This is an optimization exercise on Yosys and OpenROAD, whose aim is small area, not a production implementation.
The RTL was checked by simulation tests, not by an equivalence proof against the original design.
The clock cells of runs 7 and 8 come from the design's own scripts or RTL, not from TritonCTS.
No driver is modelled on the clock port, so clock power and skew are understated where the tree is cut down; a real chip needs a root buffer or a tree.
Power figures rest on the tool's default switching activity, not on a simulated workload.

### design.v
module conv_pixel_loader #(
  parameter int IMG_WIDTH  = 64,
  parameter int IMG_HEIGHT = 64,
  parameter int PIX_W      = 8
) (
  input  logic                          clk_clk,
  input  logic                          reset_reset_n,
  input  logic [PIX_W-1:0]              data_in,
  input  logic                          write_en,
  input  logic                          start_bit,
  input  logic                          reset_cnt,
  output logic [9*PIX_W-1:0]            window,
  output logic                          win_valid,
  output logic                          busy,
  output logic                          frame_done,
  output logic [$clog2(IMG_HEIGHT)-1:0] row_cnt,
  output logic [$clog2(IMG_WIDTH)-1:0]  col_cnt
);
  localparam int CW = $clog2(IMG_WIDTH);
  localparam int RW = $clog2(IMG_HEIGHT);
  localparam int NS = 2*IMG_WIDTH + 2;
  logic             r_we_q, r_st_q;
  logic             r_busy, r_done;
  logic             w_we_rise, w_st_rise;
  logic             w_start, w_accept, w_clr;
  logic [CW-1:0]    r_col;
  logic [RW-1:0]    r_row;
  logic [RW+CW-1:0] w_pos, w_pos_next;
  logic             w_last_acc;
  logic             r_win_valid;
  logic [PIX_W-1:0] r_sh [NS];
  logic [PIX_W-1:0] r_oldest;
  assign w_we_rise = write_en & ~r_we_q;
  assign w_st_rise = start_bit & ~r_st_q;
  assign w_start   = ~reset_cnt & ~r_busy & w_st_rise;
  assign w_accept  = ~reset_cnt & r_busy & w_we_rise;
  assign w_clr     = reset_cnt | w_start;
  assign w_pos     = {r_row, r_col};
  generate
    if ((1 << CW) == IMG_WIDTH && (1 << RW) == IMG_HEIGHT) begin : g_pow2
      logic [RW+CW:0] w_carry;
      assign w_carry[0] = w_accept;
      for (genvar i = 0; i < RW+CW; i++) begin : g_carry
        assign w_carry[i+1] = w_carry[i] & w_pos[i];
      end
      assign w_pos_next = w_pos ^ w_carry[RW+CW-1:0];
      assign w_last_acc = w_carry[RW+CW];
    end else begin : g_any
      logic w_col_end, w_row_end;
      assign w_col_end  = (r_col == CW'(IMG_WIDTH-1));
      assign w_row_end  = (r_row == RW'(IMG_HEIGHT-1));
      assign w_last_acc = w_accept & w_col_end & w_row_end;
      always_comb begin
        w_pos_next = w_pos;
        if (w_accept) begin
          if (w_col_end) w_pos_next = {w_row_end ? RW'(0) : RW'(r_row + 1'b1), CW'(0)};
          else           w_pos_next = {r_row, CW'(r_col + 1'b1)};
        end
      end
    end
  endgenerate
  always_ff @(posedge clk_clk or negedge reset_reset_n) begin
    if (!reset_reset_n) begin
      r_we_q      <= 1'b0;
      r_st_q      <= 1'b0;
      r_busy      <= 1'b0;
      r_done      <= 1'b0;
      r_col       <= '0;
      r_row       <= '0;
      r_win_valid <= 1'b0;
    end else begin
      r_we_q         <= write_en;
      r_st_q         <= start_bit;
      r_busy         <= ~reset_cnt & (r_busy ? ~w_last_acc : w_st_rise);
      r_done         <= ~reset_cnt & (r_busy ? w_last_acc : r_done & ~w_st_rise);
      r_win_valid    <= w_accept & (r_row >= RW'(2)) & (r_col >= CW'(2));
      {r_row, r_col} <= w_clr ? '0 : w_pos_next;
    end
  end
  always_ff @(posedge clk_clk) begin
    if (w_accept) begin
      r_sh[0] <= data_in;
      for (int i = 1; i < NS; i++) r_sh[i] <= r_sh[i-1];
    end
  end
  always_ff @(posedge clk_clk) r_oldest <= r_sh[NS-1];
  assign window = {r_oldest,          r_sh[2*IMG_WIDTH+1], r_sh[2*IMG_WIDTH],
                   r_sh[IMG_WIDTH+2], r_sh[IMG_WIDTH+1],   r_sh[IMG_WIDTH],
                   r_sh[2],           r_sh[1],             r_sh[0]};
  assign win_valid  = r_win_valid;
  assign busy       = r_busy;
  assign frame_done = r_done;
  assign row_cnt    = r_row;
  assign col_cnt    = r_col;
endmodule
### flow/run.sh
#!/bin/bash
# The standard layout, with three changes: the port buffers are the smallest buffer cell,
# clock tree synthesis adds no dummy loads, and after it flatten_clk.tcl takes out the tree's
# middle level so that the root buffer drives the leaf buffers. make's full output goes to flow.log here; each ORFS
# step's own log is under orfs/logs/.
set -euo pipefail
CTS="-sink_clustering_enable -repair_clock_nets -dont_use_dummy_load"
CTS="$CTS -sink_clustering_size 35 -sink_clustering_max_diameter 70"
CTS="$CTS -buf_list sky130_fd_sc_hd__clkbuf_16"
bash standard.sh "CTS_ARGS=$CTS" \
  "POST_CTS_TCL=$PWD/flow/flatten_clk.tcl" \
  "BUFFER_PORTS_ARGS=-buffer_cell sky130_fd_sc_hd__buf_1" \
  finish > flow.log 2>&1
### flow/flatten_clk.tcl
# Take out the clock tree's middle level: the root buffer then drives the leaf buffers directly.
# Only buffers whose loads are all clock buffers are taken out, so every register keeps the
# same number of buffers (root, leaf) between it and the clock port.
set block [ord::get_db_block]
set clk_port_net [$block findNet clk_clk]
set roots {}
foreach it [$clk_port_net getITerms] {
  if {[$it isInputSignal] || [[$it getMTerm] getIoType] eq "INPUT"} { lappend roots [$it getInst] }
}
set removed 0
foreach root $roots {
  if {![string match "*clkbuf*" [[$root getMaster] getName]]} { continue }
  set root_net [[$root findITerm X] getNet]
  set mids {}
  foreach it [$root_net getITerms] {
    set inst [$it getInst]
    if {$inst eq $root} { continue }
    if {![string match "*clkbuf*" [[$inst getMaster] getName]]} { continue }
    set all_bufs 1
    set out [[$inst findITerm X] getNet]
    foreach lit [$out getITerms] {
      set li [$lit getInst]
      if {$li eq $inst} { continue }
      if {![string match "*clkbuf*" [[$li getMaster] getName]]} { set all_bufs 0 }
    }
    if {$all_bufs} { lappend mids $inst }
  }
  foreach mid $mids {
    set out [[$mid findITerm X] getNet]
    foreach lit [$out getITerms] {
      if {[$lit getInst] eq $mid} { continue }
      $lit disconnect
      $lit connect $root_net
    }
    [$mid findITerm A] disconnect
    [$mid findITerm X] disconnect
    odb::dbInst_destroy $mid
    odb::dbNet_destroy $out
    incr removed
  }
}
puts "flatten_clk: removed $removed middle clock buffers"
### standard.sh
#!/bin/bash
# synth_recipe.tcl (not shown) runs the flow's synth.tcl, then flattens the netlist and writes it again
# the make line also repeats each setting of config.mk as NAME=value (left out here)
make -C /OpenROAD-flow-scripts/flow DESIGN_CONFIG=/design/flow/config.mk WORK_HOME=/design/flow/orfs CLKGATE_MAP_FILE= SYNTH_SCRIPT=/design/flow/synth_recipe.tcl "${@:-finish}"
### config.mk
export PLATFORM = sky130hd
export DESIGN_NAME = conv_pixel_loader
export DESIGN_NICKNAME = conv_pixel_loader
export VERILOG_FILES = /design/flow/design.v
export SDC_FILE = /design/flow/constraint.sdc
export NUM_CORES = 4
export LEC_CHECK = 0
export CAP_MARGIN = 20
export CORE_MARGIN = 2
export CORE_UTILIZATION = 70
export SLEW_MARGIN = 20
### constraint.sdc
create_clock -name core_clock -period 5.0 [get_ports {clk_clk}]
set_input_delay 1.0000 -clock core_clock [delete_from_list [all_inputs] [get_ports {clk_clk}]]
set_output_delay 1.0000 -clock core_clock [all_outputs]
set_load 0.01 [all_outputs]
==> run_results.csv, run 1 <==
group,metric,value,unit
global_route,grt.total_usage,14.3,%
detailed_routing,viasPerCell,5.50,
final_layout,final_nets,1272,
worst_setup_path,r2r_cells,3,
floorplan,die_area,47600,sq um
final_layout,mostFrequentLayoutCells,"edfxtp_1, buf_1, clkbuf_16",
worst_setup_path,startpoint,"reset_cnt",
clock_tree,cts_sinks,1065,
synth,ys_seq_area_share,99.0,%
worst_setup_path,criticalPathCategory,"in -> reg",
worst_setup_path,endpoint_kind,"register",
timing,finalHoldViolCount,0,
final_layout,final_cells,1845,
timing,worst_pin_slew,1.10,ns
floorplan,core,45400,sq um
timing,skew,0.0650,ns
place,io_buffer_count,99,
global_route,grt_pass1_wl,49.8,mm
timing,setup_viol,0,
timing,final.setup.tns,0,ns
worst_setup_path,cp_num_cells,4,
floorplan,initial_core_util,70.8,%
timing,fin_crit_sh,60.7,%
power_and_ir_drop,powerDensity,384,nW/um^2
worst_setup_path,start_kind,"input port",
synth,synthesis.area,32100,sq um
global_route,overflow,0,
floorplan,die_y,218,um
detailed_routing,drt-total-wl,32.7,mm
run,maxCapViolations,0,
worst_setup_path,cp_top_family,"buffers and inverters",
worst_setup_path,arrival,3.34,ns
final_layout,drive_above_1_share,4.58,%
timing,min_period,3.03,ns
floorplan,core.rowCount,78,
detailed_routing,route.vias.total,10200,
global_route,antenna_found_initial,1,
synth,synth-seq-cells,1065,
worst_setup_path,critPathMaxFanout,211,
worst_setup_path,rr_startpoint,"r_busy",
detailed_routing,post_drt_wl_per_cell,17.7,um
final_layout,final_common_cell,"edfxtp_1",
status,status,"finished clean",
floorplan,ios,100,
detailed_routing,drc,0,
final_layout,antenna_cells,0,
timing,max_freq,0.330,GHz
worst_setup_path,cpPeakStageDelay,0.83,ns
timing,relSlewSlack,26.6,%
clock_tree,clk_pin_slew_worst_paths,0.11,ns
synth,synthTopCellsByArea,"edfxtp_1, dfrtp_1, dfxtp_1",
power_and_ir_drop,power.total,0.0132,W
global_route,grt_pass1_vias,9228,
global_route,grt_max_degree,212,
place,dp_hpwl,14.9,mm
place,post-place-ws,1.24,ns
detailed_routing,first_pass_iters,5,
timing,fin_ws,1.97,ns
synth,synth_area_leader_cell,"edfxtp_1",
worst_setup_path,critPathCapture,"r_sh[20][7]",
worst_setup_path,r2r_slack,2.00,ns
timing,rsz0062_at_grt,"false",
clock_tree,clock_latency,0.71,ns
power_and_ir_drop,peakVddDrop,0.490,mV
floorplan,fp.dieW,218,um
synth,synth_top_area_share,97.2,%
place,place_congestion,0.713,
synth,yosysWarnings,2,
timing,whs,0.343,ns
synth,syn_area_per_cell,29.1,sq um
detailed_routing,final_antenna_net_count,0,
place,dp_cells,1809,
worst_setup_path,path_cells,"buf_1, and4bb_4, buf_4, buf_12",
timing,drv_slew,0,
worst_setup_path,cp_num_buf_inv,3,
synth,synth_cell_types,15,
worst_setup_path,critPathRequiredTime,5.31,ns
final_layout,syn2layout_area_growth,6.99,%
detailed_routing,first_iter_violations,913,
synth,synthCells,1103,
power_and_ir_drop,power_leakage,8.28,nW
worst_setup_path,slowest_stage,"buf_4",
worst_setup_path,r2r-end,"r_sh[20][7]",
worst_hold_path,hold_path.class,"reg -> reg",
[how the worst min path moves through the flow]
| stage | from | endpoint | slack [ns] | cells past startpoint |
|---|---|---|---|---|
| final | r_sh[15][3] | r_sh[16][3] | 0.34 | 0 |
| after global routing | r_sh[15][3] | r_sh[16][3] | 0.35 | 0 |
| after detailed placement | r_sh[129][0] | r_oldest[0] | 0.36 | 0 |
| after global placement | r_sh[129][7] | r_oldest[7] | 0.35 | 0 |
| after floorplan | r_sh[99][0] | r_sh[100][0] | 0.40 | 0 |
[worst register-to-register path: stages, from the launching register on]
cell and delay, ns:
dfrtp_1 0.45, and4bb_4 0.38, buf_4 0.84, buf_12 0.75
[layer usage]
metal	vias up	share of wire, %	track usage, %
met4	0	2.1	7.21
met2	138	43	18.2
met3	40	3.2	4.09
met5	-	0	0
met1	5285	52	23.3
li1	4689	-	-
[state kept, by name, indices dropped and copies added (netlist names)]
signal / count
r_oldest: 8
r_st_q: 1
r_win_valid: 1
r_row: 6
r_done: 1
r_busy: 1
r_we_q: 1
r_sh: 1040
r_col: 6
[metrics by stage]
stage | util, % | area, sq um
after floorplan | - | 32300
after global placement | 73.8 | 33500
after detailed placement | 73.8 | 33500
after global routing | 75.8 | 34400
final | 75.8 | 34400
[cell type report]
cell class,count,area (sq um)
Sequential cell,1065,31800
Fill cell,2339,11000
Clock buffer,36,901
Tap cell,600,751
Timing Repair Buffer,107,473
Multi-Input combinational cell,36,435
Inverter,1,3.75
[power by group]
part / switching [W] / internal [W]
clock: 0.00217 / 0.00127
sequential: 0.00000917 / 0.00970
combinational: 0.0000514 / 0.00000674
[kinds of logic (layout without fill, tap and decap cells)]
kind of cell,after synthesis,in the layout,share of synthesized area (%)
mux,1,1,0.0312
flops,1065,1065,99.0
simple gates,20,20,0.401
compound gates,3,3,0.0467
buf+inv,2,144,0.0467
fa+ha+maj,12,12,0.467
[cell usage after synthesis]
| cell type | instances |
|---|---|
| edfxtp_1 | 1040 |
| nor3b_2 | 1 |
| or4_1 | 1 |
| dfrtp_1 | 17 |
| ha_1 | 12 |
| a21oi_1 | 2 |
| mux2i_1 | 1 |
| nor2_1 | 3 |
| and2_1 | 12 |
| and4bb_1 | 1 |
| buf_6 | 1 |
| nor3_1 | 2 |
| o21ai_1 | 1 |
| dfxtp_1 | 8 |
| inv_1 | 1 |
==> inputs of run 2 (changes only) <==
==> flow/run.sh (replaced) <==
#!/bin/bash
# The standard layout, with four changes: the floorplan step removes synthesis's buffers
# instead of sizing cells up for timing it measures before the enable net is buffered; the port
# buffers are the smallest buffer cell; clock tree synthesis adds no dummy loads; and after it
# flatten_clk.tcl takes out the tree's middle level so that the root buffer drives the leaf
# buffers. make's full output goes to flow.log here; each ORFS step's own log is under
# orfs/logs/.
set -euo pipefail
CTS="-sink_clustering_enable -repair_clock_nets -dont_use_dummy_load"
CTS="$CTS -sink_clustering_size 35 -sink_clustering_max_diameter 70"
CTS="$CTS -buf_list sky130_fd_sc_hd__clkbuf_16"
bash standard.sh "CTS_ARGS=$CTS" \
  "POST_CTS_TCL=$PWD/flow/flatten_clk.tcl" \
  "REMOVE_ABC_BUFFERS=1" \
  "BUFFER_PORTS_ARGS=-buffer_cell sky130_fd_sc_hd__buf_1" \
  finish > flow.log 2>&1
==> run 2 against run 1 <==
Still clean; critical path depth grew 11; largest cell class unchanged; utilization down 0.20 points; final area is 0.27% lower; setup slack got worse by 0.17 ns; critical path type is now reg -> reg.
==> run_results.csv, run 2 <==
group,metric,value,unit
synth,syn_area_per_cell,29.1,sq um
power_and_ir_drop,powerDensity,385,nW/um^2
place,dp_cells,1810,
worst_setup_path,arrival,3.78,ns
power_and_ir_drop,peakVddDrop,0.367,mV
global_route,grt_pass1_wl,49.8,mm
timing,skew,0.0721,ns
global_route,overflow,0,
worst_setup_path,r2r_slack,1.80,ns
place,io_buffer_count,99,
worst_setup_path,criticalPathCategory,"reg -> reg",
timing,drv_slew,0,
global_route,grt.total_usage,14.3,%
detailed_routing,first_iter_violations,958,
timing,setup_viol,0,
detailed_routing,final_antenna_net_count,0,
worst_setup_path,startpoint,"r_busy",
detailed_routing,drt-total-wl,32.8,mm
floorplan,fp.dieW,218,um
timing,finalHoldViolCount,0,
final_layout,mostFrequentLayoutCells,"edfxtp_1, buf_1, clkbuf_16",
place,place_congestion,0.744,
detailed_routing,post_drt_wl_per_cell,17.7,um
clock_tree,clock_latency,0.72,ns
final_layout,syn2layout_area_growth,6.70,%
detailed_routing,route.vias.total,10000,
global_route,grt_max_degree,244,
final_layout,antenna_cells,0,
clock_tree,cts_sinks,1065,
timing,relSlewSlack,31.6,%
synth,synth_top_flop_cell,"edfxtp_1",
worst_setup_path,slowest_stage,"dfrtp_1",
worst_setup_path,endpoint_kind,"register",
synth,yosysWarnings,2,
worst_setup_path,cpPeakStageDelay,0.45,ns
synth,synth_area_leader_cell,"edfxtp_1",
timing,worst_pin_slew,1.03,ns
floorplan,ios,100,
worst_setup_path,critPathRequiredTime,5.58,ns
synth,synth.most_common_cell,"edfxtp_1",
synth,synth-async-reset-ratio,1.60,%
floorplan,initial_core_util,70.8,%
final_layout,final_nets,1274,
timing,rsz0062_at_grt,"false",
worst_setup_path,start_kind,"register",
final_layout,reg_top3,"r_sh x1040, r_oldest x8",
worst_setup_path,cp_common_cell,"ha_1",
run,maxCapViolations,0,
timing,min_period,3.20,ns
place,dp_hpwl,14.2,mm
floorplan,core,45400,sq um
worst_setup_path,critPathMaxFanout,5,
floorplan,die_area,47600,sq um
worst_setup_path,r2r-end,"r_done",
synth,synth_top_cells_by_count,"edfxtp_1, dfrtp_1, and2_1, ha_1, dfxtp_1",
synth,synth-seq-cells,1065,
final_layout,drive_above_1_share,3.85,%
synth,ys_seq_area_share,99.0,%
detailed_routing,first_pass_iters,6,
synth,synthesis.area,32100,sq um
worst_hold_path,hold_depth,0,
worst_setup_path,rr_startpoint,"r_busy",
floorplan,die_y,218,um
detailed_routing,viasPerCell,5.43,
synth,synthCells,1103,
clock_tree,clk_pin_slew_worst_paths,0.11,ns
timing,max_freq,0.312,GHz
worst_setup_path,r2r_cells,15,
final_layout,final_cells,1847,
synth,synthTopCellsByArea,"edfxtp_1, dfrtp_1, dfxtp_1",
worst_setup_path,path_cells,"and4bb_4, ha_1, ha_1, ha_1, ha_1, ha_1, ha_1, ha_1, ha_1, ha_1, ha_1, ha_1, ha_1, mux2i_1, nor3_1",
worst_setup_path,critPathCapture,"r_done",
power_and_ir_drop,power.total,0.0132,W
timing,fin_crit_sh,64.0,%
final_layout,final_common_cell,"edfxtp_1",
timing,final.setup.tns,0,ns
final_layout,regMostFlops,"r_sh",
worst_hold_path,hold_path.class,"reg -> reg",
global_route,grt_pass1_vias,9116,
power_and_ir_drop,power_leakage,8.33,nW
global_route,antenna_found_initial,0,
synth,synth_top_area_share,97.2,%
final_layout,largest_reg_flops,1040,
detailed_routing,drc,0,
status,status,"finished clean",
synth,synth_cell_types,15,
synth,synth_edf_count,1040,
floorplan,core.rowCount,78,
-- run 2: cell counts after synthesis --
Identical to the previous run, type by type.
-- run 2: per-layer routing --
| layer | global-route usage (%) | wire (um) | up-vias |
|---|---|---|---|
| met4 | 7.14 | 615 | 0 |
| met5 | 0 | 0 | - |
| met3 | 3.74 | 850 | 36 |
| met2 | 18.2 | 13800 | 110 |
| met1 | 23.5 | 17500 | 5203 |
| li1 | - | - | 4685 |
-- run 2: cell families (layout without fill, tap and decap cells) --
kind of cell               Yosys count  after routing  synth area share [%]
AOI/OAI and AO/OA                    3              3                0.0467
adders and majority gates           12             12                 0.467
buffers and inverters                2            146                0.0467
DFF                               1065           1065                  99.0
and+or+nand+nor                     20             20                 0.401
muxes                                1              1                0.0312
-- run 2: final cells by class --
cell class / count / area [sq um]
Sequential cell: 1065 / 31800
Fill cell: 2374 / 11100
Tap cell: 600 / 751
Multi-Input combinational cell: 36 / 308
Inverter: 1 / 3.75
Timing Repair Buffer: 109 / 508
Clock buffer: 36 / 901
-- run 2: worst max-delay path, delay by kind of cell, from the launching register on --
family	cells	cell delay, ns
adders and majority gates	12	2.13
DFF	1	0.45
muxes	1	0.17
and+or+nand+nor	2	0.33
-- run 2: worst min-delay path by stage --
stage	from	endpoint	slack [ns]
after floorplan	r_sh[99][0]	r_sh[100][0]	0.40
after global placement	r_sh[129][0]	r_oldest[0]	0.35
after detailed placement	r_sh[129][1]	r_oldest[1]	0.36
after global routing	r_sh[15][6]	r_sh[16][6]	0.35
final	r_sh[15][6]	r_sh[16][6]	0.34
-- run 2: metrics by stage --
stage	utilization, %	cell area [sq um]	setup WS (ns)	hold slack [ns]
6_report	75.6	34300	1.80	0.342
2_1_floorplan	-	32100	-24.17	0.400
3_3_place_gp	73.5	33400	1.17	0.351
3_5_place_dp	73.5	33400	1.07	0.358
5_1_grt	75.6	34300	1.55	0.347
-- run 2: where the power goes --
group,internal (W),switching [W]
logic,0.00000757,0.0000519
registers,0.00970,0.00000929
clock network,0.00127,0.00215
total,0.0110,0.00222
==> inputs of run 3 (changes only) <==
--- a/flow/run.sh
+++ b/flow/run.sh
@@ -7,8 +7,8 @@
 # orfs/logs/.
 set -euo pipefail
 CTS="-sink_clustering_enable -repair_clock_nets -dont_use_dummy_load"
-CTS="$CTS -sink_clustering_size 35 -sink_clustering_max_diameter 70"
-CTS="$CTS -buf_list sky130_fd_sc_hd__clkbuf_16"
+CTS="$CTS -sink_clustering_size 20 -sink_clustering_max_diameter 45 -root_buf sky130_fd_sc_hd__clkbuf_16"
+CTS="$CTS -buf_list sky130_fd_sc_hd__clkbuf_8"
 bash standard.sh "CTS_ARGS=$CTS" \
   "POST_CTS_TCL=$PWD/flow/flatten_clk.tcl" \
   "REMOVE_ABC_BUFFERS=1" \
==> flow/flatten_clk.tcl (replaced) <==
# Take out the clock tree's inner levels: the root buffer then drives the leaf buffers directly.
# An inner buffer is one below the root whose loads are all clock buffers; its loads move to its
# driver's net. Every register keeps the same two buffers (root, leaf) to the clock port.
set block [ord::get_db_block]
proc clk_buf {inst} { string match "*clkbuf*" [[$inst getMaster] getName] }
set roots {}
foreach it [[$block findNet clk_clk] getITerms] {
  if {[clk_buf [$it getInst]]} { lappend roots [$it getInst] }
}
set removed 0
foreach root $roots {
  set root_net [[$root findITerm X] getNet]
  set again 1
  while {$again} {
    set again 0
    foreach it [$root_net getITerms] {
      set mid [$it getInst]
      if {$mid eq $root || ![clk_buf $mid]} { continue }
      set out [[$mid findITerm X] getNet]
      set inner 1
      foreach lit [$out getITerms] {
        if {[$lit getInst] ne $mid && ![clk_buf [$lit getInst]]} { set inner 0 }
      }
      if {!$inner} { continue }
      foreach lit [$out getITerms] {
        if {[$lit getInst] eq $mid} { continue }
        $lit disconnect
        $lit connect $root_net
      }
      [$mid findITerm A] disconnect
      [$mid findITerm X] disconnect
      odb::dbInst_destroy $mid
      odb::dbNet_destroy $out
      incr removed
      set again 1
      break
    }
  }
}
puts "flatten_clk: removed $removed inner clock buffers"
==> run 3 against run 2 <==
Largest power group unchanged; via count grew 1.8%; first-iteration DRC count up 1.4%; register-to-register slack barely moved; highest routed layer unchanged; die area unchanged; global-route usage grew 0.63 points; setup slack got worse by 0.011 ns; hold slack better by 0.0032 ns; sequential power is essentially flat; maximum frequency decreased by 0.34%; critical path depth unchanged; synthesized area did not move; sequential cell count is the same.
==> run_results.csv, run 3 <==
group,metric,value,unit
status,status,"finished clean",
floorplan,fp.dieW,218,um
final_layout,reg_top3,"r_sh x1040, r_oldest x8",
detailed_routing,final_antenna_net_count,0,
place,dp_hpwl,14.2,mm
worst_setup_path,cpPeakStageDelay,0.45,ns
timing,max_freq,0.311,GHz
worst_setup_path,rr_startpoint,"r_busy",
final_layout,final_nets,1308,
detailed_routing,first_iter_violations,971,
timing,skew,0.0432,ns
synth,synth_cell_types,15,
power_and_ir_drop,peakVddDrop,0.427,mV
global_route,grt_pass1_vias,9433,
worst_setup_path,slowest_stage,"dfrtp_1",
floorplan,core.rowCount,78,
clock_tree,clock_latency,0.76,ns
floorplan,die_y,218,um
synth,synthesis.area,32100,sq um
worst_setup_path,critPathRequiredTime,5.63,ns
final_layout,antenna_cells,0,
synth,syn_area_per_cell,29.1,sq um
final_layout,final_area,34400,sq um
synth,yosysWarnings,2,
detailed_routing,viasPerCell,5.43,
worst_setup_path,path_cells,"and4bb_4, ha_1, ha_1, ha_1, ha_1, ha_1, ha_1, ha_1, ha_1, ha_1, ha_1, ha_1, ha_1, mux2i_1, nor3_1",
synth,synthCells,1103,
synth,synth.most_common_cell,"edfxtp_1",
timing,final.setup.tns,0,ns
place,place_congestion,0.744,
run,maxCapViolations,0,
synth,synthTopCellsByArea,"edfxtp_1, dfrtp_1, dfxtp_1",
power_and_ir_drop,power_leakage,8.40,nW
detailed_routing,drt-total-wl,33.0,mm
timing,fin_ws,1.79,ns
floorplan,initial_core_util,70.8,%
final_layout,nFillCells,2323,
clock_tree,cts_sinks,1065,
synth,synth_top_flop_cell,"edfxtp_1",
timing,drv_slew,0,
worst_setup_path,start_kind,"register",
final_layout,final_common_cell,"edfxtp_1",
detailed_routing,first_pass_iters,5,
worst_setup_path,r2r-end,"r_done",
synth,synth_area_leader_cell,"edfxtp_1",
place,post-place-ws,1.07,ns
final_layout,drive_above_1_share,6.40,%
floorplan,core,45400,sq um
global_route,antenna_found_initial,0,
worst_setup_path,endpoint_kind,"register",
global_route,grt_pass1_wl,50.7,mm
synth,ys_seq_area_share,99.0,%
timing,min_period,3.21,ns
worst_setup_path,r2r_slack,1.79,ns
synth,synth_top_cells_by_count,"edfxtp_1, dfrtp_1, and2_1, ha_1, dfxtp_1",
worst_setup_path,critPathMaxFanout,5,
timing,fin_crit_sh,64.2,%
place,io_buffer_count,99,
synth,synth-seq-cells,1065,
global_route,grt.total_usage,14.9,%
final_layout,post-route-util,75.7,%
synth,synth-async-reset-ratio,1.60,%
detailed_routing,post_drt_wl_per_cell,17.5,um
floorplan,die_area,47600,sq um
final_layout,syn2layout_area_growth,6.93,%
final_layout,regMostFlops,"r_sh",
worst_setup_path,cp_common_cell,"ha_1",
synth,synth_edf_count,1040,
global_route,overflow,0,
final_layout,largest_reg_flops,1040,
clock_tree,clk_pin_slew_worst_paths,0.11,ns
floorplan,ios,100,
worst_hold_path,hold_path.class,"in -> async",
power_and_ir_drop,power.total,0.0133,W
global_route,grt_max_degree,244,
power_and_ir_drop,powerDensity,386,nW/um^2
synth,synth_top_area_share,97.2,%
timing,relSlewSlack,32.2,%
worst_setup_path,r2r_cells,15,
detailed_routing,drc,0,
timing,finalHoldViolCount,0,
place,place_area,33400,sq um
timing,setup_viol,0,
final_layout,mostFrequentLayoutCells,"edfxtp_1, buf_1, clkbuf_8",
worst_setup_path,arrival,3.85,ns
timing,worst_pin_slew,1.02,ns
detailed_routing,route.vias.total,10200,
worst_setup_path,criticalPathCategory,"reg -> reg",
timing,rsz0062_at_grt,"false",
[run 3: per-stage QoR]
step,hold WS (ns),cells
floorplan,0.400,1102
global placement,0.351,1810
detailed placement,0.358,1810
global route,0.284,1881
finish,0.345,1881
[run 3: worst max-delay path by stage]
| stage | start | endpoint |
|---|---|---|
| final | r_busy | r_done |
| after detailed placement | reset_cnt | r_sh[11][1] |
| after floorplan | reset_cnt | r_row[5] |
| after global placement | reset_cnt | r_sh[18][1] |
| after global routing | r_busy | r_done |
[run 3: per-layer routing]
metal  share of wire (%)  up-vias  global-route usage (%)
met1                  53     5247                    24.2
met5                   0        -                       0
met2                  42      171                    17.7
met3                 3.7       47                    5.89
li1                    -     4749                       -
met4                 1.8        0                    7.55
[run 3: where the power goes]
group,total [W],internal (W),switching (W)
Clock,0.00349,0.00125,0.00224
Combinational,0.0000591,0.00000756,0.0000515
Sequential,0.00971,0.00970,0.00000928
[run 3: logic make-up after synthesis]
kind of cell / synth area share (%)
AND/OR/NAND/NOR: 0.401
adder cells (fa/ha/maj): 0.467
AO/OA/AOI/OAI: 0.0467
multiplexers: 0.0312
buffers and inverters: 0.0467
flip-flops: 99.0
[run 3: layout make-up]
class / count / area, sq um / area share, %
Sequential cell: 1065 / 31800 / 92.6
Clock buffer: 70 / 975 / 2.84
Tap cell: 600 / 751 / 2.18
Timing Repair Buffer: 109 / 508 / 1.48
Multi-Input combinational cell: 36 / 308 / 0.896
Inverter: 1 / 3.75 / 0.0109
[run 3: worst max-delay path, delay by kind of cell, from the launching register on]
family / cells / cell delay [ns]
adder cells (fa/ha/maj): 12 / 2.16
AND/OR/NAND/NOR: 2 / 0.33
flip-flops: 1 / 0.45
multiplexers: 1 / 0.16
==> inputs of run 4 (changes only) <==
--- a/flow/run.sh
+++ b/flow/run.sh
@@ -7,8 +7,8 @@
 # orfs/logs/.
 set -euo pipefail
 CTS="-sink_clustering_enable -repair_clock_nets -dont_use_dummy_load"
-CTS="$CTS -sink_clustering_size 20 -sink_clustering_max_diameter 45 -root_buf sky130_fd_sc_hd__clkbuf_16"
-CTS="$CTS -buf_list sky130_fd_sc_hd__clkbuf_8"
+CTS="$CTS -sink_clustering_size 35 -sink_clustering_max_diameter 70"
+CTS="$CTS -buf_list sky130_fd_sc_hd__clkbuf_16"
 bash standard.sh "CTS_ARGS=$CTS" \
   "POST_CTS_TCL=$PWD/flow/flatten_clk.tcl" \
   "REMOVE_ABC_BUFFERS=1" \
--- a/config.mk
+++ b/config.mk
@@ -7,5 +7,5 @@
 export LEC_CHECK = 0
 export CAP_MARGIN = 20
 export CORE_MARGIN = 2
-export CORE_UTILIZATION = 70
+export CORE_UTILIZATION = 75
 export SLEW_MARGIN = 20
==> run 4 against run 3 <==
Still clean; non-clock buffer count grew 1; critical path type unchanged; highest routed layer unchanged; register-to-register slack got worse by 0.09 ns; global-route usage up 1.2 points; critical path depth stayed put; power is 0.59% lower; sequential cell count is the same; first-iteration DRC count is 3.7% lower; sequential power about the same; maximum frequency down 2.6%.
==> run_results.csv, run 4 <==
group,metric,value,unit
final_layout,final_common_cell,"edfxtp_1",
timing,rsz0062_at_grt,"false",
run,maxCapViolations,0,
synth,synth_cell_types,15,
detailed_routing,viasPerCell,5.68,
floorplan,core.rowCount,75,
synth,synth_top_area_share,97.2,%
detailed_routing,post_drt_wl_per_cell,19.2,um
timing,max_freq,0.303,GHz
global_route,grt_max_degree,222,
synth,synth_edf_count,1040,
floorplan,fp.dieW,211,um
final_layout,nFillCells,1910,
floorplan,ios,100,
synth,syn_area_per_cell,29.1,sq um
worst_hold_path,hold_path.class,"in -> async",
timing,final.setup.tns,0,ns
synth,ys_seq_area_share,99.0,%
worst_setup_path,criticalPathCategory,"reg -> reg",
clock_tree,cts_sinks,1065,
place,io_buffer_count,99,
timing,setup_viol,0,
timing,drv_slew,0,
detailed_routing,drc,0,
final_layout,reg_top3,"r_sh x1040, r_oldest x8",
timing,skew,0.0364,ns
power_and_ir_drop,peakVddDrop,0.464,mV
floorplan,die_area,44500,sq um
final_layout,regMostFlops,"r_sh",
synth,synth_top_cells_by_count,"edfxtp_1, dfrtp_1, and2_1, ha_1, dfxtp_1",
global_route,grt.total_usage,16.1,%
worst_setup_path,cpPeakStageDelay,0.46,ns
worst_setup_path,slowest_stage,"dfrtp_1",
final_layout,mostFrequentLayoutCells,"edfxtp_1, buf_1, clkbuf_16",
worst_setup_path,start_kind,"register",
global_route,grt_pass1_wl,51.5,mm
timing,fin_crit_sh,66.0,%
clock_tree,clock_latency,0.70,ns
synth,synth-seq-cells,1065,
final_layout,final_nets,1274,
synth,synthTopCellsByArea,"edfxtp_1, dfrtp_1, dfxtp_1",
worst_setup_path,r2r_cells,15,
detailed_routing,route.vias.total,10100,
timing,worst_pin_slew,1.01,ns
status,status,"finished clean",
final_layout,drive_above_1_share,3.93,%
power_and_ir_drop,power_leakage,8.34,nW
global_route,antenna_found_initial,0,
detailed_routing,first_iter_violations,935,
timing,min_period,3.30,ns
timing,whs,0.212,ns
final_layout,syn2layout_area_growth,6.55,%
power_and_ir_drop,powerDensity,385,nW/um^2
final_layout,largest_reg_flops,1040,
floorplan,die_y,211,um
worst_setup_path,r2r-end,"r_done",
global_route,grt_pass1_vias,9328,
global_route,overflow,0,
worst_setup_path,path_cells,"and4bb_4, ha_1, ha_1, ha_1, ha_1, ha_1, ha_1, ha_1, ha_1, ha_1, ha_1, ha_1, ha_1, mux2i_1, nor3_1",
timing,relSlewSlack,32.7,%
synth,yosysWarnings,2,
worst_setup_path,startpoint,"r_busy",
worst_setup_path,cp_common_cell,"ha_1",
worst_setup_path,critPathRequiredTime,5.59,ns
worst_setup_path,r2r_slack,1.70,ns
final_layout,antenna_cells,0,
synth,synth_top_flop_cell,"edfxtp_1",
detailed_routing,first_pass_iters,5,
floorplan,initial_core_util,76.3,%
synth,synth.most_common_cell,"edfxtp_1",
floorplan,core,42100,sq um
worst_setup_path,critPathMaxFanout,14,
place,place_congestion,0.722,
worst_setup_path,arrival,3.89,ns
detailed_routing,drt-total-wl,34.3,mm
clock_tree,clk_pin_slew_worst_paths,0.12,ns
worst_setup_path,critPathCapture,"r_done",
synth,synth-async-reset-ratio,1.60,%
synth,synthCells,1103,
place,dp_hpwl,13.7,mm
detailed_routing,final_antenna_net_count,0,
synth,synthesis.area,32100,sq um
timing,finalHoldViolCount,0,
synth,synth_area_leader_cell,"edfxtp_1",
worst_setup_path,endpoint_kind,"register",
worst_setup_path,rr_startpoint,"r_busy",
## run 4: cell counts after synthesis
No cell type changed its count.
## run 4: cell families (layout without fill, tap and decap cells)
group | Yosys count | in the layout | synth area share (%)
AND/OR/NAND/NOR | 20 | 20 | 0.401
multiplexers | 1 | 1 | 0.0312
AO/OA/AOI/OAI | 3 | 3 | 0.0467
adder cells (fa/ha/maj) | 12 | 12 | 0.467
buffers and inverters | 2 | 146 | 0.0467
flip-flops | 1065 | 1065 | 99.0
## run 4: worst max-delay path: cells and delay by family (launching register included)
kind	cells	cell delay [ns]
adder cells (fa/ha/maj)	12	2.22
AND/OR/NAND/NOR	2	0.40
multiplexers	1	0.13
flip-flops	1	0.46
## run 4: final cells by class
| class | instances | area, sq um | area share [%] |
|---|---|---|---|
| Multi-Input combinational cell | 36 | 308 | 0.899 |
| Tap cell | 539 | 674 | 1.97 |
| Clock buffer | 35 | 876 | 2.56 |
| Inverter | 1 | 3.75 | 0.0110 |
| Sequential cell | 1065 | 31800 | 92.9 |
| Timing Repair Buffer | 110 | 561 | 1.64 |
## run 4: worst min path at each step
stage,endpoint,cells past startpoint
2_1_floorplan,r_sh[100][0],0
3_3_place_gp,r_oldest[1],0
3_5_place_dp,r_oldest[3],0
5_1_grt,r_busy,1
6_report,r_we_q,1
## run 4: stage by stage
step                      setup WS (ns)  utilization (%)  cell area, sq um  cells  power, W
after global routing               1.50             81.3             34200   1786    0.0136
final                              1.70             81.3             34200   1786    0.0132
after detailed placement          0.945             79.0             33300   1748   0.00997
after global placement             1.05             79.0             33300   1748   0.00997
after floorplan                  -24.17                -             32100   1102    0.0101
## run 4: per-layer routing
metal / wire, um / vias to the layer above / GRT usage [%] / part of all wire, %
met5: 0 / - / 0 / 0
met4: 520 / 0 / 6.19 / 1.5
met1: 17100 / 5252 / 25.7 / 50
met2: 15400 / 165 / 21.8 / 45
li1: - / 4689 / - / -
met3: 1180 / 37 / 4.86 / 3.4
## run 4: where the power goes
group	switching, W	leakage [nW]	internal (W)
clock	0.00217	0.431	0.00124
sequential	0.0000101	7.50	0.00970
combinational	0.0000516	0.408	0.00000891
==> inputs of run 5 (changes only) <==
--- a/config.mk
+++ b/config.mk
@@ -7,5 +7,5 @@
 export LEC_CHECK = 0
 export CAP_MARGIN = 20
 export CORE_MARGIN = 2
-export CORE_UTILIZATION = 75
+export CORE_UTILIZATION = 65
 export SLEW_MARGIN = 20
==> run 5 against run 4 <==
Critical path depth shrank 1; setup slack better by 0.028 ns; power increased by 0.98%.
==> run_results.csv, run 5 <==
group,metric,value,unit
timing,max_freq,0.306,GHz
worst_setup_path,critPathMaxFanout,14,
timing,whs,0.347,ns
place,io_buffer_count,99,
timing,fin_ws,1.73,ns
floorplan,core,48800,sq um
timing,final.setup.tns,0,ns
detailed_routing,post_drt_wl_per_cell,16.9,um
place,dp_hpwl,13.9,mm
worst_setup_path,criticalPathCategory,"reg -> reg",
detailed_routing,first_iter_violations,1000,
worst_setup_path,endpoint_kind,"register",
worst_hold_path,hold_path.class,"in -> async",
global_route,overflow,0,
global_route,antenna_found_initial,1,
clock_tree,clk_pin_slew_worst_paths,0.12,ns
final_layout,final_common_cell,"edfxtp_1",
worst_setup_path,r2r_slack,1.73,ns
worst_setup_path,critPathRequiredTime,5.59,ns
detailed_routing,viasPerCell,5.26,
worst_setup_path,rr_startpoint,"r_busy",
timing,fin_crit_sh,65.4,%
synth,yosysWarnings,2,
floorplan,fp.dieW,226,um
detailed_routing,drc,0,
detailed_routing,first_pass_iters,4,
timing,worst_pin_slew,1.17,ns
floorplan,die_y,226,um
global_route,grt_pass1_vias,9077,
worst_setup_path,arrival,3.86,ns
final_layout,mostFrequentLayoutCells,"edfxtp_1, buf_1, clkbuf_16",
synth,syn_area_per_cell,29.1,sq um
timing,min_period,3.27,ns
worst_setup_path,r2r_cells,14,
timing,finalHoldViolCount,0,
final_layout,reg_top3,"r_sh x1040, r_oldest x8",
floorplan,die_area,51200,sq um
final_layout,final_nets,1276,
synth,synth.most_common_cell,"edfxtp_1",
synth,synthCells,1103,
global_route,grt_pass1_wl,49.2,mm
timing,rsz0062_at_grt,"false",
final_layout,regMostFlops,"r_sh",
global_route,grt.total_usage,13.1,%
synth,synth_area_leader_cell,"edfxtp_1",
worst_setup_path,start_kind,"register",
run,maxCapViolations,0,
synth,synth-seq-cells,1065,
synth,ys_seq_area_share,99.0,%
final_layout,drive_above_1_share,4.00,%
timing,drv_slew,0,
detailed_routing,drt-total-wl,32.4,mm
timing,setup_viol,0,
timing,relSlewSlack,22.1,%
clock_tree,clock_latency,0.74,ns
clock_tree,cts_sinks,1065,
floorplan,core.rowCount,81,
final_layout,largest_reg_flops,1040,
global_route,grt_max_degree,219,
power_and_ir_drop,power_leakage,8.35,nW
final_layout,syn2layout_area_growth,7.09,%
place,post-place-ws,1.00,ns
power_and_ir_drop,peakVddDrop,0.516,mV
final_layout,antenna_cells,0,
floorplan,initial_core_util,65.8,%
detailed_routing,final_antenna_net_count,0,
synth,synth_top_area_share,97.2,%
final_layout,nFillCells,2876,
place,place_congestion,0.708,
status,status,"finished clean",
synth,synthesis.area,32100,sq um
synth,synth_top_cells_by_count,"edfxtp_1, dfrtp_1, and2_1, ha_1, dfxtp_1",
timing,skew,0.0406,ns
synth,synth-async-reset-ratio,1.60,%
detailed_routing,route.vias.total,10100,
synth,synth_top_flop_cell,"edfxtp_1",
synth,synth_edf_count,1040,
synth,synthTopCellsByArea,"edfxtp_1, dfrtp_1, dfxtp_1",
worst_setup_path,r2r-end,"r_row[5]",
synth,synth_cell_types,15,
floorplan,ios,100,
power_and_ir_drop,powerDensity,387,nW/um^2
## run 5: kinds of logic (layout without fill, tap and decap cells)
family | after synthesis | after routing | share of synthesized area, %
AOI/OAI and AO/OA | 3 | 3 | 0.0467
adders and majority gates | 12 | 12 | 0.467
buffers and inverters | 2 | 148 | 0.0467
DFF | 1065 | 1065 | 99.0
muxes | 1 | 1 | 0.0312
and+or+nand+nor | 20 | 20 | 0.401
## run 5: layout make-up
| cell class | instances | area, sq um | share of cell area [%] |
|---|---|---|---|
| tap | 664 | 831 | 2.41 |
| clock buffer | 38 | 951 | 2.76 |
| multi-input combinational | 36 | 308 | 0.894 |
| timing repair buffer | 109 | 504 | 1.47 |
| sequential | 1065 | 31800 | 92.5 |
| inverter | 1 | 3.75 | 0.0109 |
## run 5: worst max-delay path by stage
stage / startpoint / endpoint / slack (ns) / cells past startpoint
final: r_busy / r_row[5] / 1.73 / 14
after global routing: r_busy / r_done / 1.49 / 15
after detailed placement: reset_cnt / r_row[5] / 1.00 / 15
after global placement: reset_cnt / r_row[5] / 1.10 / 15
after floorplan: reset_cnt / r_row[5] / -24.17 / 14
## run 5: where the power goes
group	internal, W	leakage (nW)	total (W)	switching, W
Combinational	0.00000747	0.386	0.0000596	0.0000521
Sequential	0.00970	7.50	0.00971	0.00000895
Clock	0.00134	0.468	0.00354	0.00220
Total	0.0110	8.35	0.0133	0.00227
## run 5: per-stage QoR
| stage | total power (W) | cell area [sq um] | cells | utilization (%) |
|---|---|---|---|---|
| 2_1_floorplan | 0.0101 | 32100 | 1102 | - |
| 3_3_place_gp | 0.00997 | 33400 | 1874 | 68.4 |
| 3_5_place_dp | 0.00997 | 33400 | 1874 | 68.4 |
| 5_1_grt | 0.0138 | 34400 | 1913 | 70.4 |
| 6_report | 0.0133 | 34400 | 1913 | 70.4 |
## run 5: routing by layer
layer  wire (um)  GRT usage [%]
met1       17700           22.0
met2       13000           15.6
met3        1230           5.01
met4         467           5.09
met5           0              0
## run 5: critical path: stages (launching register included)
cell,delay (ns)
dfrtp_1,0.44
and4bb_4,0.32
ha_1,0.21
ha_1,0.18
ha_1,0.18
ha_1,0.18
ha_1,0.17
ha_1,0.17
ha_1,0.18
ha_1,0.17
ha_1,0.18
ha_1,0.18
ha_1,0.18
ha_1,0.28
and2_1,0.14
==> inputs of run 6 (changes only) <==
--- a/config.mk
+++ b/config.mk
@@ -7,5 +7,5 @@
 export LEC_CHECK = 0
 export CAP_MARGIN = 20
 export CORE_MARGIN = 2
-export CORE_UTILIZATION = 65
+export CORE_UTILIZATION = 70
 export SLEW_MARGIN = 20
==> run 6 against run 5 <==
Via count fell by 0.27%; still clean on timing, DRC and antenna; sequential cell count stayed put; sequential share of layout area up 0.34 points; global-route usage up 1.2 points.
==> run_results.csv, run 6 <==
group,metric,value,unit
clock_tree,cts_sinks,1065,
place,place_congestion,0.744,
final_layout,final_common_cell,"edfxtp_1",
floorplan,core,45400,sq um
power_and_ir_drop,power_leakage,8.33,nW
synth,synth_top_area_share,97.2,%
detailed_routing,first_iter_violations,958,
floorplan,core.rowCount,78,
global_route,antenna_found_initial,0,
worst_setup_path,path_cells,"and4bb_4, ha_1, ha_1, ha_1, ha_1, ha_1, ha_1, ha_1, ha_1, ha_1, ha_1, ha_1, ha_1, mux2i_1, nor3_1",
final_layout,mostFrequentLayoutCells,"edfxtp_1, buf_1, clkbuf_16",
timing,finalHoldViolCount,0,
timing,final.setup.tns,0,ns
run,maxCapViolations,0,
detailed_routing,drt-total-wl,32.8,mm
timing,rsz0062_at_grt,"false",
worst_setup_path,criticalPathCategory,"reg -> reg",
final_layout,multiInputGateArea,308,sq um
timing,drv_slew,0,
worst_hold_path,hold_path.class,"reg -> reg",
timing,relSlewSlack,31.6,%
synth,synth_xor_area_share,0,%
place,io_buffer_count,99,
timing,worst_pin_slew,1.03,ns
timing,setup_viol,0,
worst_setup_path,start_kind,"register",
synth,yosys.area_share.simple,0.401,%
synth,synth-async-reset-ratio,1.60,%
timing,fin_crit_sh,64.0,%
global_route,grt.total_usage,14.3,%
floorplan,fp.dieW,218,um
synth,synth_cell_types,15,
final_layout,syn2layout_area_growth,6.70,%
synth,yosysWarnings,2,
worst_setup_path,slowest_stage,"dfrtp_1",
final_layout,final_area,34300,sq um
final_layout,seqCellArea,31800,sq um
detailed_routing,post_drt_wl_per_cell,17.7,um
worst_setup_path,cp_common_cell,"ha_1",
floorplan,die_y,218,um
synth,synth-seq-cells,1065,
synth,syn_area_per_cell,29.1,sq um
detailed_routing,route.vias.total,10000,
timing,max_freq,0.312,GHz
status,status,"finished clean",
synth,synthCells,1103,
synth,synth.most_common_cell,"edfxtp_1",
synth,synthesis.area,32100,sq um
detailed_routing,first_pass_iters,6,
final_layout,regMostFlops,"r_sh",
worst_setup_path,arrival,3.78,ns
floorplan,die_area,47600,sq um
synth,synth_fa_ha_area_share,0.467,%
floorplan,ios,100,
floorplan,initial_core_util,70.8,%
synth,synth_top_flop_cell,"edfxtp_1",
global_route,overflow,0,
synth,synth_area_leader_cell,"edfxtp_1",
synth,synthTopCellsByArea,"edfxtp_1, dfrtp_1, dfxtp_1",
timing,min_period,3.20,ns
global_route,grt_max_degree,244,
final_layout,reg_top3,"r_sh x1040, r_oldest x8",
power_and_ir_drop,peakVddDrop,0.367,mV
final_layout,nFillCells,2374,
place,dp_hpwl,14.2,mm
place,place_area,33400,sq um
worst_setup_path,endpoint_kind,"register",
final_layout,largest_reg_flops,1040,
detailed_routing,final_antenna_net_count,0,
synth,ys_seq_area_share,99.0,%
worst_setup_path,cpPeakStageDelay,0.45,ns
synth,synth_top_cells_by_count,"edfxtp_1, dfrtp_1, and2_1, ha_1, dfxtp_1",
clock_tree,clk_pin_slew_worst_paths,0.11,ns
synth,synth_top_family_by_area,"adder cells",
power_and_ir_drop,powerDensity,385,nW/um^2
synth,synth_compound_gate_area_share,0.0467,%
power_and_ir_drop,power.total,0.0132,W
final_layout,drive_above_1_share,3.85,%
worst_setup_path,critPathMaxFanout,5,
global_route,grt_pass1_vias,9116,
final_layout,final_nets,1274,
final_layout,antenna_cells,0,
timing,skew,0.0721,ns
clock_tree,clock_latency,0.72,ns
detailed_routing,drc,0,
synth,synth_edf_count,1040,
global_route,grt_pass1_wl,49.8,mm
detailed_routing,viasPerCell,5.43,
worst_setup_path,critPathRequiredTime,5.58,ns
synth,muxShareOfSynthArea,0.0311,%
run 6: cell counts after synthesis:
Identical to the previous run, type by type.
run 6: final cells by class:
| type | instances | share of cell area [%] |
|---|---|---|
| inverters | 1 | 0.0109 |
| repair buffers | 109 | 1.48 |
| flip-flops and latches | 1065 | 92.8 |
| multi-input cells | 36 | 0.898 |
| well taps | 600 | 2.19 |
| clock buffers | 36 | 2.63 |
run 6: stage by stage:
stage	utilization, %	hold WS [ns]	worst slack, ns	std cells
after floorplan	-	0.400	-24.17	1102
after detailed placement	73.5	0.358	1.07	1810
after global routing	75.6	0.347	1.55	1847
after global placement	73.5	0.351	1.17	1810
final	75.6	0.342	1.80	1847
run 6: path summary, 6_finish.rpt:
path,startpoint,endpoint,slack [ns],cells past startpoint
max,r_busy,r_done,1.80,15
max reg2reg,r_busy,r_done,1.80,15
min in group asynchronous,reset_reset_n,r_col[3],0.37,1
min reg2reg,r_sh[15][6],r_sh[16][6],0.34,0
max in group asynchronous,reset_reset_n,r_col[5],4.05,1
min,r_sh[15][6],r_sh[16][6],0.34,0
run 6: metal layers:
metal	GRT usage, %	share of wire, %	routed length, um	up-vias
met5	0	0	0	-
met4	7.14	1.9	615	0
met3	3.74	2.6	850	36
met2	18.2	42	13800	110
met1	23.5	53	17500	5203
li1	-	-	-	4685
run 6: where the power goes:
part | total (W) | internal [W] | switching, W
Clock | 0.00342 | 0.00127 | 0.00215
Combinational | 0.0000594 | 0.00000757 | 0.0000519
Sequential | 0.00971 | 0.00970 | 0.00000929
run 6: cells by family after synthesis:
| kind of cell | count (synthesis) |
|---|---|
| flops | 1065 |
| mux | 1 |
| buf+inv | 2 |
| compound gates | 3 |
| simple gates | 20 |
| fa+ha+maj | 12 |
run 6: worst max-delay path: cells and delay by family (launching register included):
kind,cells,cell delay [ns]
AND/OR/NAND/NOR,2,0.33
adder cells (fa/ha/maj),12,2.13
flip-flops,1,0.45
multiplexers,1,0.17
==> inputs of run 7 (changes only) <==
--- a/flow/run.sh
+++ b/flow/run.sh
@@ -10,7 +10,7 @@
 CTS="$CTS -sink_clustering_size 35 -sink_clustering_max_diameter 70"
 CTS="$CTS -buf_list sky130_fd_sc_hd__clkbuf_16"
 bash standard.sh "CTS_ARGS=$CTS" \
-  "POST_CTS_TCL=$PWD/flow/flatten_clk.tcl" \
+  "POST_CTS_TCL=$PWD/flow/post_cts.tcl" \
   "REMOVE_ABC_BUFFERS=1" \
   "BUFFER_PORTS_ARGS=-buffer_cell sky130_fd_sc_hd__buf_1" \
   finish > flow.log 2>&1
==> flow/post_cts.tcl (new file) <==
# After clock tree synthesis: flatten the tree, rebuild its leaf level, legalize the new buffers.
set here [file dirname [info script]]
source $here/flatten_clk.tcl
source $here/recluster.tcl
detailed_placement
check_placement -verbose
==> flow/recluster.tcl (new file) <==
# Rebuild the clock tree's leaf level: the register clock pins are split by recursive bisection
# into LEAF_GROUPS compact groups of nearly equal size, each driven by one leaf buffer placed at
# its group's centre, and the root buffer drives every leaf buffer. Run after flatten_clk.tcl.
set block [ord::get_db_block]
set leaf_master [[ord::get_db] findMaster sky130_fd_sc_hd__clkbuf_16]
set group_size 34

proc split_groups {pts k} {
  if {$k <= 1} { return [list $pts] }
  set xs [lmap p $pts {lindex $p 0}]
  set ys [lmap p $pts {lindex $p 1}]
  set dx [expr {[tcl::mathfunc::max {*}$xs] - [tcl::mathfunc::min {*}$xs]}]
  set dy [expr {[tcl::mathfunc::max {*}$ys] - [tcl::mathfunc::min {*}$ys]}]
  set sorted [lsort -integer -index [expr {$dx >= $dy ? 0 : 1}] $pts]
  set k1 [expr {$k / 2}]
  set cut [expr {int(round(double([llength $sorted]) * $k1 / $k))}]
  return [concat [split_groups [lrange $sorted 0 [expr {$cut - 1}]] $k1] \
                 [split_groups [lrange $sorted $cut end] [expr {$k - $k1}]]]
}

set roots {}
foreach it [[$block findNet clk_clk] getITerms] { lappend roots [$it getInst] }
if {[llength $roots] != 1 || ![string match "*clkbuf*" [[[lindex $roots 0] getMaster] getName]]} {
  error "recluster: expected one clock root buffer"
}
set root [lindex $roots 0]
set root_net [[$root findITerm X] getNet]

# The leaf buffers and the register clock pins they drive.
set leaves {}
set pts {}
foreach it [$root_net getITerms] {
  set inst [$it getInst]
  if {$inst eq $root} { continue }
  if {![string match "*clkbuf*" [[$inst getMaster] getName]]} { error "recluster: root drives [$inst getName]" }
  lappend leaves $inst
  foreach lit [[[$inst findITerm X] getNet] getITerms] {
    set s [$lit getInst]
    if {$s eq $inst} { continue }
    if {![[$s getMaster] isSequential]} { error "recluster: leaf drives [$s getName]" }
    set bb [$s getBBox]
    lappend pts [list [expr {([$bb xMin] + [$bb xMax]) / 2}] [expr {([$bb yMin] + [$bb yMax]) / 2}] $lit]
  }
}

foreach leaf $leaves {
  set net [[$leaf findITerm X] getNet]
  foreach lit [$net getITerms] { $lit disconnect }
  [$leaf findITerm A] disconnect
  odb::dbInst_destroy $leaf
  odb::dbNet_destroy $net
}

set k [expr {([llength $pts] + $group_size - 1) / $group_size}]
set i 0
set w [$leaf_master getWidth]
set h [$leaf_master getHeight]
foreach g [split_groups $pts $k] {
  set sx 0
  set sy 0
  foreach p $g { incr sx [lindex $p 0]; incr sy [lindex $p 1] }
  set n [llength $g]
  set buf [odb::dbInst_create $block $leaf_master "clkleaf_${i}"]
  set net [odb::dbNet_create $block "clkleafnet_${i}"]
  $net setSigType CLOCK
  [$buf findITerm A] connect $root_net
  [$buf findITerm X] connect $net
  foreach p $g { [lindex $p 2] connect $net }
  $buf setLocation [expr {$sx / $n - $w / 2}] [expr {$sy / $n - $h / 2}]
  $buf setPlacementStatus PLACED
  incr i
}
puts "recluster: [llength $pts] clock pins, $k leaf buffers (were [llength $leaves])"
==> run 7 against run 6 <==
Synthesized cell count did not move; critical endpoint unchanged; still clean on timing, DRC and antenna; clock skew fell by 0.057 ns; first-iteration DRC count fell by 3.2%; critical path depth did not move; highest routed layer unchanged.
==> run_results.csv, run 7 <==
group,metric,value,unit
status,status,"finished clean",
worst_setup_path,critPathRequiredTime,5.56,ns
final_layout,regMostFlops,"r_sh",
floorplan,fp.dieW,218,um
global_route,overflow,0,
clock_tree,clock_latency,0.67,ns
worst_setup_path,r2r-end,"r_done",
detailed_routing,first_pass_iters,4,
synth,synth-async-reset-ratio,1.60,%
detailed_routing,final_antenna_net_count,0,
timing,final.setup.tns,0,ns
synth,synthesis.area,32100,sq um
worst_setup_path,rr_startpoint,"r_busy",
worst_hold_path,hold_end,"r_oldest[1]",
detailed_routing,viasPerCell,5.41,
timing,drv_slew,0,
synth,synth_top_area_share,97.2,%
final_layout,nFillCells,2364,
synth,synth_top_cells_by_count,"edfxtp_1, dfrtp_1, and2_1, ha_1, dfxtp_1",
global_route,grt_max_degree,244,
power_and_ir_drop,powerDensity,381,nW/um^2
worst_setup_path,arrival,3.77,ns
timing,skew,0.0149,ns
worst_setup_path,start_kind,"register",
final_layout,reg_top3,"r_sh x1040, r_oldest x8",
power_and_ir_drop,power.total,0.0130,W
global_route,grt.total_usage,13.8,%
detailed_routing,first_iter_violations,927,
final_layout,drive_above_1_share,3.62,%
detailed_routing,route.vias.total,9984,
final_layout,largest_reg_flops,1040,
clock_tree,cts_sinks,1065,
synth,synth_top_flop_cell,"edfxtp_1",
synth,syn_area_per_cell,29.1,sq um
worst_setup_path,r2r_slack,1.80,ns
clock_tree,clk_pin_slew_worst_paths,0.11,ns
synth,synth_edf_count,1040,
synth,synth_area_leader_cell,"edfxtp_1",
detailed_routing,drt-total-wl,32.0,mm
power_and_ir_drop,peakVddDrop,0.336,mV
worst_setup_path,endpoint_kind,"register",
detailed_routing,drc,0,
synth,ys_seq_area_share,99.0,%
worst_setup_path,critPathMaxFanout,5,
final_layout,final_common_cell,"edfxtp_1",
synth,synthCells,1103,
timing,whs,0.380,ns
power_and_ir_drop,power_leakage,8.29,nW
place,place_congestion,0.744,
detailed_routing,post_drt_wl_per_cell,17.3,um
worst_hold_path,hold_path.class,"reg -> reg",
final_layout,multiInputGateArea,308,sq um
synth,yosysWarnings,2,
synth,synth.most_common_cell,"edfxtp_1",
timing,min_period,3.20,ns
place,dp_hpwl,14.2,mm
floorplan,core.rowCount,78,
floorplan,die_y,218,um
worst_setup_path,criticalPathCategory,"reg -> reg",
worst_setup_path,r2r_cells,15,
worst_hold_path,hp-start,"r_sh[129][1]",
synth,synth_cell_types,15,
final_layout,final_nets,1271,
timing,setup_viol,0,
global_route,antenna_found_initial,0,
timing,worst_pin_slew,1.04,ns
synth,synthTopCellsByArea,"edfxtp_1, dfrtp_1, dfxtp_1",
floorplan,ios,100,
timing,rsz0062_at_grt,"false",
floorplan,core,45400,sq um
place,post-place-ws,1.07,ns
final_layout,seqCellArea,31800,sq um
place,io_buffer_count,99,
global_route,grt_pass1_vias,8951,
timing,fin_ws,1.80,ns
global_route,grt_pass1_wl,48.7,mm
floorplan,die_area,47600,sq um
timing,finalHoldViolCount,0,
worst_hold_path,hold_depth,0,
timing,relSlewSlack,31.0,%
timing,max_freq,0.312,GHz
final_layout,mostFrequentLayoutCells,"edfxtp_1, buf_1, clkbuf_16",
final_layout,antenna_cells,0,
timing,fin_crit_sh,64.1,%
final_layout,syn2layout_area_growth,6.46,%
floorplan,initial_core_util,70.8,%
synth,synth-seq-cells,1065,
run,maxCapViolations,0,
==> run 7: cell count changes in the layout (fill, tap and decap cells not counted) <==
| cell | change |
|---|---|
| clkbuf_16 | -3 |
==> run 7: power by group <==
| part | internal [W] | total, W | switching, W | leakage (nW) |
|---|---|---|---|---|
| sequential | 0.00970 | 0.00971 | 0.00000926 | 7.50 |
| combinational | 0.00000756 | 0.0000593 | 0.0000518 | 0.386 |
| clock | 0.00117 | 0.00325 | 0.00208 | 0.407 |
| total | 0.0109 | 0.0130 | 0.00215 | 8.29 |
==> run 7: critical path: stages, from the launching register on <==
cell and delay, ns:
dfrtp_1 0.46, and4bb_4 0.26, ha_1 0.18, ha_1 0.18
ha_1 0.18, ha_1 0.18, ha_1 0.18, ha_1 0.17
ha_1 0.17, ha_1 0.18, ha_1 0.18, ha_1 0.17
ha_1 0.17, ha_1 0.19, mux2i_1 0.16, nor3_1 0.06
==> run 7: per-layer routing <==
| metal | vias up | GRT usage (%) | share of wire [%] |
|---|---|---|---|
| li1 | 4677 | - | - |
| met4 | 0 | 6.12 | 1.9 |
| met2 | 121 | 17.9 | 42 |
| met3 | 35 | 3.41 | 2.7 |
| met1 | 5151 | 23.0 | 53 |
| met5 | - | 0 | 0 |
==> run 7: how the worst max path moves through the flow <==
stage	from	to	slack (ns)	cells past startpoint
2_1_floorplan	reset_cnt	r_row[5]	-24.17	14
3_3_place_gp	reset_cnt	r_sh[18][1]	1.17	5
3_5_place_dp	reset_cnt	r_sh[11][1]	1.07	5
5_1_grt	r_busy	r_done	1.57	15
6_report	r_busy	r_done	1.80	15
==> run 7: area by class of cell, clock buffers not listed <==
class                   count  area share (%)
inverters                   1          0.0110
multi-input cells          36           0.900
repair buffers            109            1.48
plain buffers              32            2.34
flip-flops and latches   1065            93.0
well taps                 600            2.19
==> run 7: through the flow <==
stage / instance area [sq um] / util, % / instances
after floorplan: 32100 / - / 1102
after global placement: 33400 / 73.5 / 1810
after detailed placement: 33400 / 73.5 / 1810
after global routing: 34200 / 75.4 / 1844
final: 34200 / 75.4 / 1844
==> run 7: cells by family after synthesis <==
| group | after synthesis | synth area share [%] |
|---|---|---|
| buffers and inverters | 2 | 0.0467 |
| multiplexers | 1 | 0.0312 |
| AO/OA/AOI/OAI | 3 | 0.0467 |
| AND/OR/NAND/NOR | 20 | 0.401 |
| adder cells (fa/ha/maj) | 12 | 0.467 |
| flip-flops | 1065 | 99.0 |
==> inputs of run 8 (changes only) <==
--- a/flow/recluster.tcl
+++ b/flow/recluster.tcl
@@ -3,7 +3,7 @@
 # its group's centre, and the root buffer drives every leaf buffer. Run after flatten_clk.tcl.
 set block [ord::get_db_block]
 set leaf_master [[ord::get_db] findMaster sky130_fd_sc_hd__clkbuf_16]
-set group_size 34
+set group_size 36
 
 proc split_groups {pts k} {
   if {$k <= 1} { return [list $pts] }
==> run 8 against run 7 <==
Power fell by 0.44%; sequential power about the same; synthesized area unchanged; hold slack better by 0.0011 ns; critical path type is now in -> reg; setup slack got worse by 0.0056 ns; cell count decreased by 0.11%; critical endpoint unchanged.
==> run_results.csv, run 8 <==
group,metric,value,unit
synth,synthTopCellsByArea,"edfxtp_1, dfrtp_1, dfxtp_1",
worst_setup_path,start_kind,"input port",
final_layout,drive_above_1_share,3.46,%
detailed_routing,first_pass_iters,5,
global_route,grt_pass1_vias,8927,
detailed_routing,drc,0,
final_layout,nFillCells,2376,
global_route,grt_pass1_wl,49.1,mm
detailed_routing,first_iter_violations,900,
floorplan,core,45400,sq um
synth,synth_edf_count,1040,
detailed_routing,drt-total-wl,32.1,mm
synth,synth_cell_types,15,
synth,synth_top_flop_cell,"edfxtp_1",
detailed_routing,top_layer,"met4",
detailed_routing,post_drt_wl_per_cell,17.4,um
global_route,grt.total_usage,14.0,%
power_and_ir_drop,clock_power_share,24.7,%
detailed_routing,dr_wl_met3,872,um
worst_setup_path,endpoint_kind,"register",
global_route,antenna_found_initial,0,
timing,min_period,3.21,ns
power_and_ir_drop,seqPwrFrac,74.9,%
power_and_ir_drop,power_leakage,8.27,nW
power_and_ir_drop,powerDensity,380,nW/um^2
detailed_routing,viasPerCell,5.42,
worst_hold_path,hold_depth,0,
timing,skew,0.0139,ns
power_and_ir_drop,peakVddDrop,0.360,mV
power_and_ir_drop,p_int,0.0108,W
power_and_ir_drop,pwr-share-comb,0.5,%
run,maxCapViolations,0,
place,place_congestion,0.744,
clock_tree,cts_sinks,1065,
worst_setup_path,critPathMaxFanout,4,
timing,fin_crit_sh,64.2,%
timing,setup_viol,0,
timing,final.setup.tns,0,ns
synth,yosysWarnings,2,
status,status,"finished clean",
synth,synthCells,1103,
power_and_ir_drop,swShare,16.6,%
floorplan,die_area,47600,sq um
timing,drv_slew,0,
final_layout,antenna_cells,0,
clock_tree,clk_pin_slew_worst_paths,0.12,ns
detailed_routing,wl_met1,17.1,mm
worst_setup_path,criticalPathCategory,"in -> reg",
detailed_routing,final_antenna_net_count,0,
worst_setup_path,slowest_stage,"and4bb_4",
floorplan,die_y,218,um
final_layout,regMostFlops,"r_sh",
final_layout,final_common_cell,"edfxtp_1",
timing,max_freq,0.312,GHz
synth,synth.most_common_cell,"edfxtp_1",
worst_setup_path,arrival,3.77,ns
detailed_routing,route.met2.wl,13.6,mm
detailed_routing,route.vias.total,9977,
synth,synthesis.area,32100,sq um
timing,relSlewSlack,29.7,%
synth,synth-async-reset-ratio,1.60,%
final_layout,syn2layout_area_growth,6.31,%
final_layout,largest_reg_flops,1040,
final_layout,reg_top3,"r_sh x1040, r_oldest x8",
worst_setup_path,cpPeakStageDelay,0.24,ns
floorplan,core.rowCount,78,
floorplan,initial_core_util,70.8,%
final_layout,final_nets,1269,
global_route,overflow,0,
worst_hold_path,hold_path.class,"reg -> reg",
final_layout,post-route-util,75.3,%
synth,synth_top_cells_by_count,"edfxtp_1, dfrtp_1, and2_1, ha_1, dfxtp_1",
timing,finalHoldViolCount,0,
synth,synth_area_leader_cell,"edfxtp_1",
synth,synth-seq-cells,1065,
place,dp_hpwl,14.2,mm
floorplan,ios,100,
worst_setup_path,r2r_cells,15,
synth,synth_top_area_share,97.2,%
clock_tree,clock_latency,0.66,ns
global_route,grt_max_degree,244,
worst_setup_path,cp_common_cell,"ha_1",
final_layout,mostFrequentLayoutCells,"edfxtp_1, buf_1, clkbuf_16",
power_and_ir_drop,p_sw,0.00215,W
synth,ys_seq_area_share,99.0,%
synth,syn_area_per_cell,29.1,sq um
worst_setup_path,critPathRequiredTime,5.56,ns
timing,rsz0062_at_grt,"false",
place,io_buffer_count,99,
floorplan,fp.dieW,218,um
timing,worst_pin_slew,1.05,ns
worst_setup_path,path_cells,"buf_1, and4bb_4, ha_1, ha_1, ha_1, ha_1, ha_1, ha_1, ha_1, ha_1, ha_1, ha_1, ha_1, ha_1, mux2i_1, nor3_1",
## run 8: metal layers
metal | vias to the layer above | global-route usage (%)
met5 | - | 0
met4 | 0 | 6.26
met3 | 30 | 3.79
met2 | 108 | 17.7
met1 | 5160 | 23.5
li1 | 4679 | -
## run 8: cell type report, clock buffers not listed
class,count,area (sq um),area share (%)
sequential,1065,31800,93.1
buffer,30,751,2.20
tap,600,751,2.20
timing repair buffer,109,508,1.49
multi-input combinational,36,308,0.901
inverter,1,3.75,0.0110
## run 8: per-stage QoR
| stage | power (W) | std cells | worst slack (ns) | cell area (sq um) | hold slack, ns |
|---|---|---|---|---|---|
| finish | 0.0130 | 1842 | 1.79 | 34200 | 0.381 |
| global route | 0.0134 | 1842 | 1.57 | 34200 | 0.392 |
| detailed placement | 0.00997 | 1810 | 1.07 | 33400 | 0.358 |
| global placement | 0.00997 | 1810 | 1.17 | 33400 | 0.351 |
| floorplan | 0.0101 | 1102 | -24.17 | 32100 | 0.400 |
## run 8: path summary, 6_finish.rpt
path	endpoint	slack, ns	from
max	r_done	1.79	reset_cnt
min in group asynchronous	r_win_valid	0.42	reset_reset_n
max reg2reg	r_done	1.79	r_busy
max in group asynchronous	r_col[3]	4.05	reset_reset_n
min reg2reg	r_oldest[1]	0.38	r_sh[129][1]
min	r_oldest[1]	0.38	r_sh[129][1]
## run 8: power by group through the flow
stage | Sequential [W] | Combinational [W] | Clock (W)
after global routing | 0.00971 | 0.0000675 | 0.00360
after detailed placement | 0.00991 | 0.0000611 | 0
after global placement | 0.00991 | 0.0000586 | 0
final | 0.00971 | 0.0000592 | 0.00320
after floorplan | 0.0100 | 0.0000370 | 0
## run 8: logic make-up (layout without fill, tap and decap cells)
logic type	count (synthesis)	in the layout	share of synthesized area (%)
flip-flops	1065	1065	99.0
AO/OA/AOI/OAI	3	3	0.0467
adder cells (fa/ha/maj)	12	12	0.467
multiplexers	1	1	0.0312
AND/OR/NAND/NOR	20	20	0.401
buffers and inverters	2	141	0.0467
## run 8: worst max-delay path: cells and delay by family
family / cells / cell delay (ns)
mux: 1 / 0.17
simple gates: 2 / 0.31
fa+ha+maj: 12 / 2.14
buf+inv: 1 / 0.14

afterwards: timing with drivers on the ports:
The results above use ideal ports. As a check the final layouts listed here were re-extracted and re-timed, cells and wires unchanged. Step 1, drivers: a clkbuf_16 drives clk_clk and a buf_2 each remaining input, both assumed. Step 2, shift: input delay + t, output delay - t, t = (earliest + latest rising clock arrival at the registers) / 2. This alone moves slack from input paths to output paths. Slacks: no drivers / after step 1 / after step 2; pairs: no drivers / after step 1.
run | t (ns) | setup WS [ns] | worst setup path after step 2 | clock arrival spread, ns
run 1 | 0.740 | 1.966 / 1.998 / 1.266 | input to register | 0.070 / 0.070
run 2 | 0.736 | 1.799 / 1.799 / 1.105 | input to register | 0.075 / 0.075
run 3 | 0.800 | 1.788 / 1.788 / 1.107 | input to register | 0.046 / 0.046
run 4 | 0.742 | 1.702 / 1.702 / 1.043 | input to register | 0.036 / 0.037
run 5 | 0.768 | 1.730 / 1.730 / 1.009 | input to register | 0.044 / 0.044
run 6 | 0.736 | 1.799 / 1.799 / 1.105 | input to register | 0.075 / 0.075
run 7 | 0.716 | 1.797 / 1.797 / 1.119 | input to register | 0.015 / 0.016
run 8 | 0.712 | 1.792 / 1.793 / 1.113 | input to register | 0.018 / 0.017
After both steps setup and hold are still met in every run listed. The setup slack of run 5, which loses most, moves by 0.000 ns with the drivers and by -0.721 ns with both steps.
